This design comes from an exercise in tuning for small area, a short achievable clock period and few clock cycles per item on the open sky130 flow, not from production work. In this exercise RTL edits were held to simulation tests only and were not proved equivalent to the original. Power is estimated from default activity; no workload was simulated.

$ cat flow/design.v
module rv_multicycle_core #(
  parameter int          XLEN     = 64,
  parameter logic [63:0] RESET_PC = 64'h8000_0000
) (
  input  logic              clk,
  input  logic              rst,
  output logic              imem_valid,
  output logic [XLEN-1:0]   imem_addr,
  input  logic              imem_ready,
  input  logic [31:0]       imem_rdata,
  output logic              dmem_valid,
  output logic              dmem_we,
  output logic [XLEN-1:0]   dmem_addr,
  output logic [XLEN-1:0]   dmem_wdata,
  output logic [XLEN/8-1:0] dmem_wmask,
  input  logic              dmem_ready,
  input  logic [XLEN-1:0]   dmem_rdata,
  output logic [XLEN-1:0]   pc,
  output logic              retire,
  output logic              halted,
  output logic              illegal
);
  logic [63:0] fpc;
  logic        fen, stop;
  logic        vD;
  logic [31:0] irD;
  logic [63:0] pcD;
  logic        vE;
  logic [63:0] A, B, C, pcE;
  logic [4:0]  rdE;
  logic        wrE, ldE, stE, brE, jalE, jalrE, haltE, illE, subE, predE;
  logic        fwdA, fwdB, fwdC;
  logic [2:0]  f3E;
  logic        vM, wenM, ldM, haltM, illM, dvalid, mwe;
  logic [63:0] maddr, mwdata, pcM;
  logic [7:0]  mwmask;
  logic [4:0]  rdM;
  logic [2:0]  f3M;
  logic [63:0] pc_q;
  logic        retire_q, halted_q, illegal_q;
  logic [31:1] rfv;
  wire  [63:0] rf [1:31];
  logic        adv;
  logic [31:0] ld_w;
  logic [63:0] ld_val, wdata;
  assign adv    = !(dvalid && !dmem_ready);
  assign ld_w   = maddr[2] ? dmem_rdata[63:32] : dmem_rdata[31:0];
  assign ld_val = f3M[0] ? dmem_rdata : {{32{ld_w[31] & ~f3M[2]}}, ld_w};
  assign wdata  = ldM ? ld_val : maddr;
  logic [31:1] rf_we;
  always_comb
    for (int k = 1; k < 32; k++) rf_we[k] = adv && wenM && (rdM == 5'(k));
  for (genvar k = 1; k < 32; k++) begin : g_rf
    logic [63:0] q;
    always_ff @(posedge clk) if (rf_we[k]) q <= wdata;
    assign rf[k] = q;
  end
  always_ff @(posedge clk or posedge rst) begin
    if (rst) rfv <= '0;
    else rfv <= rfv | rf_we;
  end
  logic [6:0]  opD;
  logic [2:0]  f3D;
  logic [6:0]  f7D;
  logic [4:0]  rdD, rs1D, rs2D;
  logic        d_opimm, d_op, d_sub, d_lui, d_auipc, d_jal, d_jalr, d_br, d_ld, d_st;
  logic        d_legal, d_wr, d_use1, d_use2, d_pred;
  logic [63:0] imm_i, imm_s, imm_b, imm_u, imm_j, tgtD;
  assign opD  = irD[6:0];
  assign f3D  = irD[14:12];
  assign f7D  = irD[31:25];
  assign rdD  = irD[11:7];
  assign rs1D = irD[19:15];
  assign rs2D = irD[24:20];
  assign d_opimm = (opD == 7'b0010011) && (f3D == 3'b000);
  assign d_op    = (opD == 7'b0110011) && (f3D == 3'b000) &&
                   (f7D == 7'b0000000 || f7D == 7'b0100000);
  assign d_sub   = f7D[5];
  assign d_lui   = (opD == 7'b0110111);
  assign d_auipc = (opD == 7'b0010111);
  assign d_jal   = (opD == 7'b1101111);
  assign d_jalr  = (opD == 7'b1100111) && (f3D == 3'b000);
  assign d_br    = (opD == 7'b1100011) && (f3D[2:1] == 2'b00);
  assign d_ld    = (opD == 7'b0000011) &&
                   (f3D == 3'b010 || f3D == 3'b110 || f3D == 3'b011);
  assign d_st    = (opD == 7'b0100011) && (f3D == 3'b010 || f3D == 3'b011);
  assign d_legal = d_opimm | d_op | d_lui | d_auipc | d_jal | d_jalr | d_br | d_ld | d_st;
  assign d_wr    = (d_opimm | d_op | d_lui | d_auipc | d_jal | d_jalr | d_ld) && (rdD != 5'd0);
  assign d_use1  = (opD == 7'b0010011) || (opD == 7'b0110011) || (opD == 7'b1100111) ||
                   (opD == 7'b1100011) || (opD == 7'b0000011) || (opD == 7'b0100011);
  assign d_use2  = (opD == 7'b0110011) || (opD == 7'b1100011) || (opD == 7'b0100011);
  assign d_pred  = d_br && irD[31];   
  assign imm_i = {{52{irD[31]}}, irD[31:20]};
  assign imm_s = {{52{irD[31]}}, irD[31:25], irD[11:7]};
  assign imm_b = {{51{irD[31]}}, irD[31], irD[7], irD[30:25], irD[11:8], 1'b0};
  assign imm_u = {{32{irD[31]}}, irD[31:12], 12'b0};
  assign imm_j = {{43{irD[31]}}, irD[31], irD[19:12], irD[20], irD[30:21], 1'b0};
  assign tgtD  = pcD + (d_jal ? imm_j : imm_b);
  logic [31:1] sel1, sel2;
  logic [63:0] rf1, rf2, rs1v, rs2v;
  always_comb begin
    rf1 = '0;
    rf2 = '0;
    for (int k = 1; k < 32; k++) begin
      sel1[k] = (rs1D == 5'(k)) && rfv[k];
      sel2[k] = (rs2D == 5'(k)) && rfv[k];
      rf1 = rf1 | ({64{sel1[k]}} & rf[k]);
      rf2 = rf2 | ({64{sel2[k]}} & rf[k]);
    end
  end
  assign rs1v = (wenM && rdM == rs1D) ? wdata : rf1;
  assign rs2v = (wenM && rdM == rs2D) ? wdata : rf2;
  logic [63:0] Af, Bf, Cf, sum, tgtE, resE;
  logic        eq, taken, redirE, haltGo, killD, ld_use, redirD, capF;
  assign Af     = fwdA ? maddr : A;
  assign Bf     = fwdB ? maddr : B;
  assign Cf     = fwdC ? maddr : C;
  assign sum    = Af + (Bf ^ {64{subE}}) + {63'b0, subE};
  assign eq     = (Af == Bf);
  assign taken  = eq ^ f3E[0];
  assign redirE = vE && ((brE && (taken != predE)) || jalrE);
  assign tgtE   = jalrE ? {sum[63:1], 1'b0} : C;
  assign resE   = (jalE || jalrE) ? C : sum;
  assign haltGo = vE && haltE;
  assign killD  = redirE || haltGo;
  assign ld_use = vD && vE && ldE && wrE &&
                  ((d_use1 && rs1D == rdE) || (d_use2 && rs2D == rdE));
  assign redirD = vD && !ld_use && (d_jal || d_pred);
  assign capF   = fen && imem_ready;
  always_ff @(posedge clk or posedge rst) begin
    if (rst) begin
      fpc       <= RESET_PC;
      fen       <= 1'b0;
      stop      <= 1'b0;
      vD        <= 1'b0;
      vE        <= 1'b0;
      vM        <= 1'b0;
      wenM      <= 1'b0;
      dvalid    <= 1'b0;
      retire_q  <= 1'b0;
      halted_q  <= 1'b0;
      illegal_q <= 1'b0;
    end else if (adv) begin
      fen <= !(stop || haltGo);
      if (haltGo) stop <= 1'b1;
      if (redirE) fpc <= tgtE;
      else if (haltGo) fpc <= fpc;
      else if (redirD) fpc <= tgtD;
      else if (!ld_use && capF) fpc <= fpc + 64'd4;
      if (killD || redirD) vD <= 1'b0;
      else if (!ld_use) vD <= capF;
      vE <= vD && !killD && !ld_use;
      vM     <= vE;
      wenM   <= vE && wrE;
      dvalid <= vE && (ldE || stE);
      retire_q <= vM && !haltM;
      if (vM && haltM) begin
        halted_q  <= 1'b1;
        illegal_q <= illM;
      end
    end else begin
      retire_q <= 1'b0;
    end
  end
  always_ff @(posedge clk) begin
    if (adv) begin
      if (!(killD || redirD) && !ld_use && capF) begin
        irD <= imem_rdata;
        pcD <= fpc;
      end
      if (!ld_use) begin
        A     <= d_lui ? 64'd0 : d_auipc ? pcD : rs1v;
        B     <= (d_op || d_br) ? rs2v : d_st ? imm_s : (d_lui || d_auipc) ? imm_u : imm_i;
        C     <= d_st ? rs2v : (d_jal || d_jalr || d_pred) ? fpc : tgtD;
        pcE   <= pcD;
        rdE   <= rdD;
        wrE   <= d_wr;
        ldE   <= d_ld;
        stE   <= d_st;
        brE   <= d_br;
        jalE  <= d_jal;
        jalrE <= d_jalr;
        haltE <= !d_legal;
        illE  <= (irD != 32'h0010_0073);
        subE  <= d_op && d_sub;
        predE <= d_pred;
        f3E   <= f3D;
        fwdA  <= !(d_lui || d_auipc) && vE && wrE && !ldE && (rdE == rs1D);
        fwdB  <= (d_op || d_br) && vE && wrE && !ldE && (rdE == rs2D);
        fwdC  <= d_st && vE && wrE && !ldE && (rdE == rs2D);
      end
      maddr  <= resE;
      mwdata <= f3E[0] ? Cf : {Cf[31:0], Cf[31:0]};
      mwmask <= f3E[0] ? 8'hFF : (sum[2] ? 8'hF0 : 8'h0F);
      mwe    <= stE;
      rdM    <= rdE;
      ldM    <= ldE;
      f3M    <= f3E;
      pcM    <= pcE;
      haltM  <= haltE;
      illM   <= illE;
      if (vM) pc_q <= pcM;
    end
  end
  assign imem_valid = fen;
  assign imem_addr  = fpc;
  assign dmem_valid = dvalid;
  assign dmem_we    = mwe;
  assign dmem_addr  = maddr;
  assign dmem_wdata = mwdata;
  assign dmem_wmask = mwmask;
  assign pc         = pc_q;
  assign retire     = retire_q;
  assign halted     = halted_q;
  assign illegal    = illegal_q;
endmodule
$ cat flow/run.sh
#!/bin/bash
# synth_recipe.tcl (not shown) runs the flow's synth.tcl, then flattens the netlist and writes it again
# the make line also repeats each setting of config.mk as NAME=value (left out here)
make -C /OpenROAD-flow-scripts/flow DESIGN_CONFIG=/design/flow/config.mk WORK_HOME=/design/flow/orfs CLKGATE_MAP_FILE= SYNTH_SCRIPT=/design/flow/synth_recipe.tcl finish
$ cat flow/config.mk
export PLATFORM = sky130hd
export DESIGN_NAME = rv_multicycle_core
export DESIGN_NICKNAME = rv_multicycle_core
export VERILOG_FILES = /design/flow/design.v
export SDC_FILE = /design/flow/constraint.sdc
export NUM_CORES = 4
export LEC_CHECK = 0
export CAP_MARGIN = 20
export CORE_MARGIN = 2
export CORE_UTILIZATION = 25
export PLACE_DENSITY = 0.32
export SLEW_MARGIN = 20
$ cat flow/constraint.sdc
create_clock -name core_clock -period 12.0 [get_ports {clk}]
set_input_delay 2.4000 -clock core_clock [delete_from_list [all_inputs] [get_ports {clk}]]
set_output_delay 2.4000 -clock core_clock [all_outputs]
set_load 0.01 [all_outputs]
==> impl_summary.log <==
[metrics] insertion delay of the later-clocked pin in the worst-skew pair: 1.05 ns
[metrics] Routed wire per std cell: around 50 microns
[metrics] largest stage delay on the critical path: 0.86 ns
[metrics] synthesized-area fraction occupied by and/or/nand/nor cells: approximately 8.5%
[metrics] number of synthesized register bits: between 2,000 and 3,000
[metrics] maximum number of pins on one net before global-route repair: 108
[metrics] Worst Clk Skew: 0.0701 ns
[metrics] warning count from the yosys run: 1
[metrics] parity-gate share of the synthesized area counting xor and xnor cells: 2.80%
[metrics] number of max-capacitance violations reported: 0
[metrics] Net Sw Power: 4.66 mW
[metrics] I/O Pins: 370
[metrics] Gates resized, CTS repair: 0
[metrics] sequential element share of the synthesized area: 64.6%
[metrics] buffer type at the clock tree root: sky130_fd_sc_hd__clkbuf_16
[metrics] main combinational cell family by area after synthesis: compound AO/OA/AOI/OAI gates
[metrics] type of the setup path with the least slack: reg -> reg
[metrics] initial drt markers: 17,900
[metrics] ratio of total power to cell area: around 140 nW/um^2
[metrics] Post-route DRC: 0
[metrics] Max Slew Vio Count: 0
[metrics] area of combinational cells with multiple inputs: 42,900 sq um
[metrics] die area: ~510,000 sq um
[metrics] overall overflow remaining after global route: 0
[metrics] RSZ-0062 raised after global routing: false
[metrics] post-detailed-route via-to-cell ratio: 6.29
[metrics] number of distinct library cells after synthesis: between 90 and 100
[metrics] CP most frequent cell: sky130_fd_sc_hd__buf_4
[metrics] critical path's slowest cell: sky130_fd_sc_hd__nor4_1
[metrics] combinational group share of total power: 0.9%
[metrics] synthesized netlist net count: 9,804
[metrics] filler-free cell count of the finished design: 16,900
[metrics] Max FO, Critical Path: 55
[metrics] Starting Density: 25.1%
[metrics] initial antenna violation count: between 100 and 150
[metrics] number of buffers inserted by post-CTS setup repair: 0
[metrics] number of antenna-violating nets in the routed design: 0
[metrics] Post-CTS Hold Fix Bufs: 0
[metrics] final hold vios: 0
[metrics] TritonCTS clock tree: yes
[metrics] endpoint kind of the worst setup timing path: flip-flop
[metrics] Setup TNS: 0 ns
[metrics] internal power contribution: approximately 16 mW
[metrics] number of optimization iterations in the first detailed-route pass: 9
[metrics] final cell utilization of the core: between 30% and 40%
[metrics] worst path cell trace: buf_4, buf_4, mux2_2, xor2_1, nor4_1, and4_1, a41o_1, a31o_2, a31o_4, buf_4, nand2_2, nor3b_4, buf_4, buf_4
[metrics] area of the core region: 502,000 sq um
[metrics] clock period minus final worst setup slack: 7.27 ns
[metrics] # placed instances: about 16,000
[metrics] Hold Crit Class: reg -> reg
[metrics] Die Y: 714 microns
[metrics] All-Layer GR Usage: 31.9%
[metrics] number of global-route vias before repair: 102,000
[metrics] count of flip-flops with a built-in enable after synthesis: 2,625
[metrics] Post-Place Setup Slack: 4.80 ns
[metrics] Worst Tran Pin Value: 1.41 ns
[metrics] clock transition at the register clock pins on the worst setup and hold paths after CTS: 0.06 ns
[metrics] Clock Sink Count: about 2,700
[metrics] global-route wire length before repair: 1080 mm
[metrics] Site Rows: 260
[metrics] required time of the worst setup path: 12.61 ns
[metrics] share of post-route cells with drive strength above 1: about an eighth
[metrics] PnR worst setup slack: 4.73 ns
[metrics] number of vias in the routed layout: approximately 110k
[metrics] f_max: 0.137 GHz
[metrics] IR drop worst, VDD: 104 uV
[metrics] Inserted Clock Buffers: 337
[metrics] type of element launching the critical path: flip-flop
[metrics] filler instances: 50,300
[metrics] Buffers on Ports: 369
[metrics] leakage power figure: 49.8 nW
[metrics] sw frac: 22.2%
[metrics] Clock power frac: ~50%
[metrics] share of the clock period used by the worst path after layout: approximately three fifths
[metrics] Post-Syn Area: between 100,000 and 150,000 sq um
[metrics] Final nets: 10,200
[metrics] Synth Instances: 9,577
[metrics] share of flip-flops with an asynchronous set or reset: 3.85%
[metrics] H-tree levels: 5
[metrics] part of the total power dissipated in sequential elements: between 40 and 50%
[metrics] detailed placer's ending HPWL: 519 mm
[metrics] final setup violation count: 0
[metrics] endpoint arrival time on the critical path: between 7 and 8 ns
[metrics] total area of sequential cells: 81,500 sq um
[metrics] Most used DFF post-synth: sky130_fd_sc_hd__edfxtp_1
[metrics] relative slew slack: 5.76%
[metrics] mux share of post-synthesis cell area: 2.12%
[metrics] Max clock buf depth: 4
[metrics] post-synthesis average cell area: 13.2 sq um
[metrics] fraction of the mapped netlist area in adder cells: 1.27%
[metrics] complex-gate fraction of the synthesized area: 18.4%
[metrics] area grow syn2layout: 19.6%
[metrics] total routed wirelength: 847 mm
[metrics] width of the die: 714 microns
[metrics] final weighted congestion of routability-driven global placement: around 0.92
[metrics] result of the run: no timing/DRC/antenna violations
## registers in the layout (all words and copies together), names as in the netlist, 5 cells and up
name	flops
maddr	64
A	64
pc_q	64
g_rf.q	1984
irD	32
pcM	64
rdE	5
rfv	31
B	64
fpc	64
pcD	64
pcE	64
rdM	5
mwdata	64
C	64
## worst paths after layout
path	from	end	slack, ns	cells after the start
max in group asynchronous	rst	fpc[58]	8.64	3
min in group asynchronous	rst	fpc[11]	1.89	2
max	fwdA	pcD[5]	4.73	14
min	pcM[27]	pc_q[27]	0.41	0
min reg2reg	pcM[27]	pc_q[27]	0.41	0
max reg2reg	fwdA	pcD[5]	4.73	14
## synthesized netlist by cell type (70+ instances only)
cell,count,area share [%]
sky130_fd_sc_hd__and3_1,93,0.46
sky130_fd_sc_hd__xnor2_1,214,1.5
sky130_fd_sc_hd__nand4_1,295,1.5
sky130_fd_sc_hd__a211oi_1,72,0.43
sky130_fd_sc_hd__a221oi_1,486,3.4
sky130_fd_sc_hd__xor2_1,190,1.3
sky130_fd_sc_hd__o22ai_1,70,0.35
sky130_fd_sc_hd__o21ai_0,246,0.98
sky130_fd_sc_hd__mux2i_1,148,1.2
sky130_fd_sc_hd__nor2_1,517,1.5
sky130_fd_sc_hd__a22oi_1,854,5.1
sky130_fd_sc_hd__a21o_1,76,0.45
sky130_fd_sc_hd__nor3_1,113,0.45
sky130_fd_sc_hd__nand3b_1,71,0.42
sky130_fd_sc_hd__buf_1,208,0.62
sky130_fd_sc_hd__clkbuf_1,484,1.4
sky130_fd_sc_hd__nand3_1,308,1.2
sky130_fd_sc_hd__ha_1,125,1.2
sky130_fd_sc_hd__nand2_1,563,1.7
sky130_fd_sc_hd__dfrtp_1,104,2.1
sky130_fd_sc_hd__a222oi_1,131,1.0
sky130_fd_sc_hd__edfxtp_1,2625,62
sky130_fd_sc_hd__a21oi_1,386,1.5
sky130_fd_sc_hd__a22o_1,477,3.3
sky130_fd_sc_hd__mux2_2,102,0.91
sky130_fd_sc_hd__a31oi_1,70,0.35
## cell type report
| class | count | share of cell area, % |
|---|---|---|
| Tap cell | 6681 | 5.54 |
| Clock buffer | 409 | 5.93 |
| Antenna cell | 49 | 0.0812 |
| Inverter | 49 | 0.130 |
| Clock inverter | 206 | 1.29 |
| Sequential cell | 2730 | 54.0 |
| Timing Repair Buffer | 749 | 4.66 |
| Multi-Input combinational cell | 6071 | 28.4 |
## worst max-delay path, delay by kind of cell, from the launching register on
family                    cells  cell delay (ns)
AOI/OAI and AO/OA             3             0.69
buffers and inverters         5             3.11
and+or+nand+nor               4             1.89
muxes                         1             0.44
xor gates and xnor gates      1             0.15
DFF                           1             0.32
## cells by family after synthesis
| family | count (synthesis) |
|---|---|
| compound gates | 3098 |
| fa+ha+maj | 127 |
| flops | 2730 |
| simple gates | 2188 |
| buf+inv | 776 |
| xor+xnor | 404 |
| mux | 254 |
## layout by cell type, fill, tap and decap left out, types with 190 or more instances in the layout
cell                              instances
sky130_fd_sc_hd__nand3_1                306
sky130_fd_sc_hd__xnor2_1                214
sky130_fd_sc_hd__nor2_1                 457
sky130_fd_sc_hd__xor2_1                 190
sky130_fd_sc_hd__nand2_1                561
sky130_fd_sc_hd__clkdlybuf4s50_1        369
sky130_fd_sc_hd__a22oi_1                854
sky130_fd_sc_hd__buf_4                  340
sky130_fd_sc_hd__edfxtp_1              2625
sky130_fd_sc_hd__a221oi_1               486
sky130_fd_sc_hd__a21oi_1                349
sky130_fd_sc_hd__o21ai_0                242
sky130_fd_sc_hd__nand4_1                295
sky130_fd_sc_hd__a22o_1                 477
sky130_fd_sc_hd__clkbuf_16              345
## routing by layer
layer,vias up,GRT usage (%),part of all wire [%]
li1,39900,-,-
met1,56000,41.1,40
met2,8492,49.9,44
met3,2095,8.01,9.8
met4,22,15.6,6.0
met5,-,0,0.019
## power by group through the flow
| stage | Combinational, mW | Clock [mW] | Sequential (mW) |
|---|---|---|---|
| 2_1_floorplan | 0.0436 | 0 | 10.5 |
| 3_3_place_gp | 0.178 | 0 | 10.5 |
| 3_5_place_dp | 0.178 | 0 | 10.5 |
| 4_1_cts | 0.178 | 10.6 | 10.3 |
| 5_1_grt | 0.182 | 10.9 | 10.3 |
| 6_report | 0.181 | 10.5 | 10.3 |
## stage by stage
step | power (mW) | cell area, sq um | hold slack, ns
after detailed placement | 10.7 | 140000 | 0.405
final | 21.0 | 151000 | 0.411
after floorplan | 10.6 | 126000 | 0.400
after global routing | 21.4 | 151000 | 0.415
after global placement | 10.7 | 140000 | 0.401
after CTS | 21.1 | 151000 | 0.409
Testbench counts, summed over its fixed seeds: cycles 27,127, instrs 23,038.

re-timing with driven ports:
Ports are ideal in the flow. The routed layout listed here was re-timed in OpenROAD. Step 1 sets driving cells, clkbuf_16 on the clock port and buf_2 on the other inputs (assumed; they add their load-dependent delay and slew). Step 2 adds t to the input delays and takes it off the output delays; t is the mean of the earliest and latest rising clock arrival at the registers after step 1. Input paths then give back, and output paths get back, about the clock's delay inside the block. Three values: ideal ports, drivers, drivers and shift; two values: the first two.
t, ns: 1.118
setup WS [ns]: 4.727 / 4.727 / 4.727
worst slew at a driven data input, ns: 0.13
After both steps setup and hold are still met in this run. For this run, drivers alone change the setup slack by 0.000 ns; drivers and shift together by 0.000 ns.
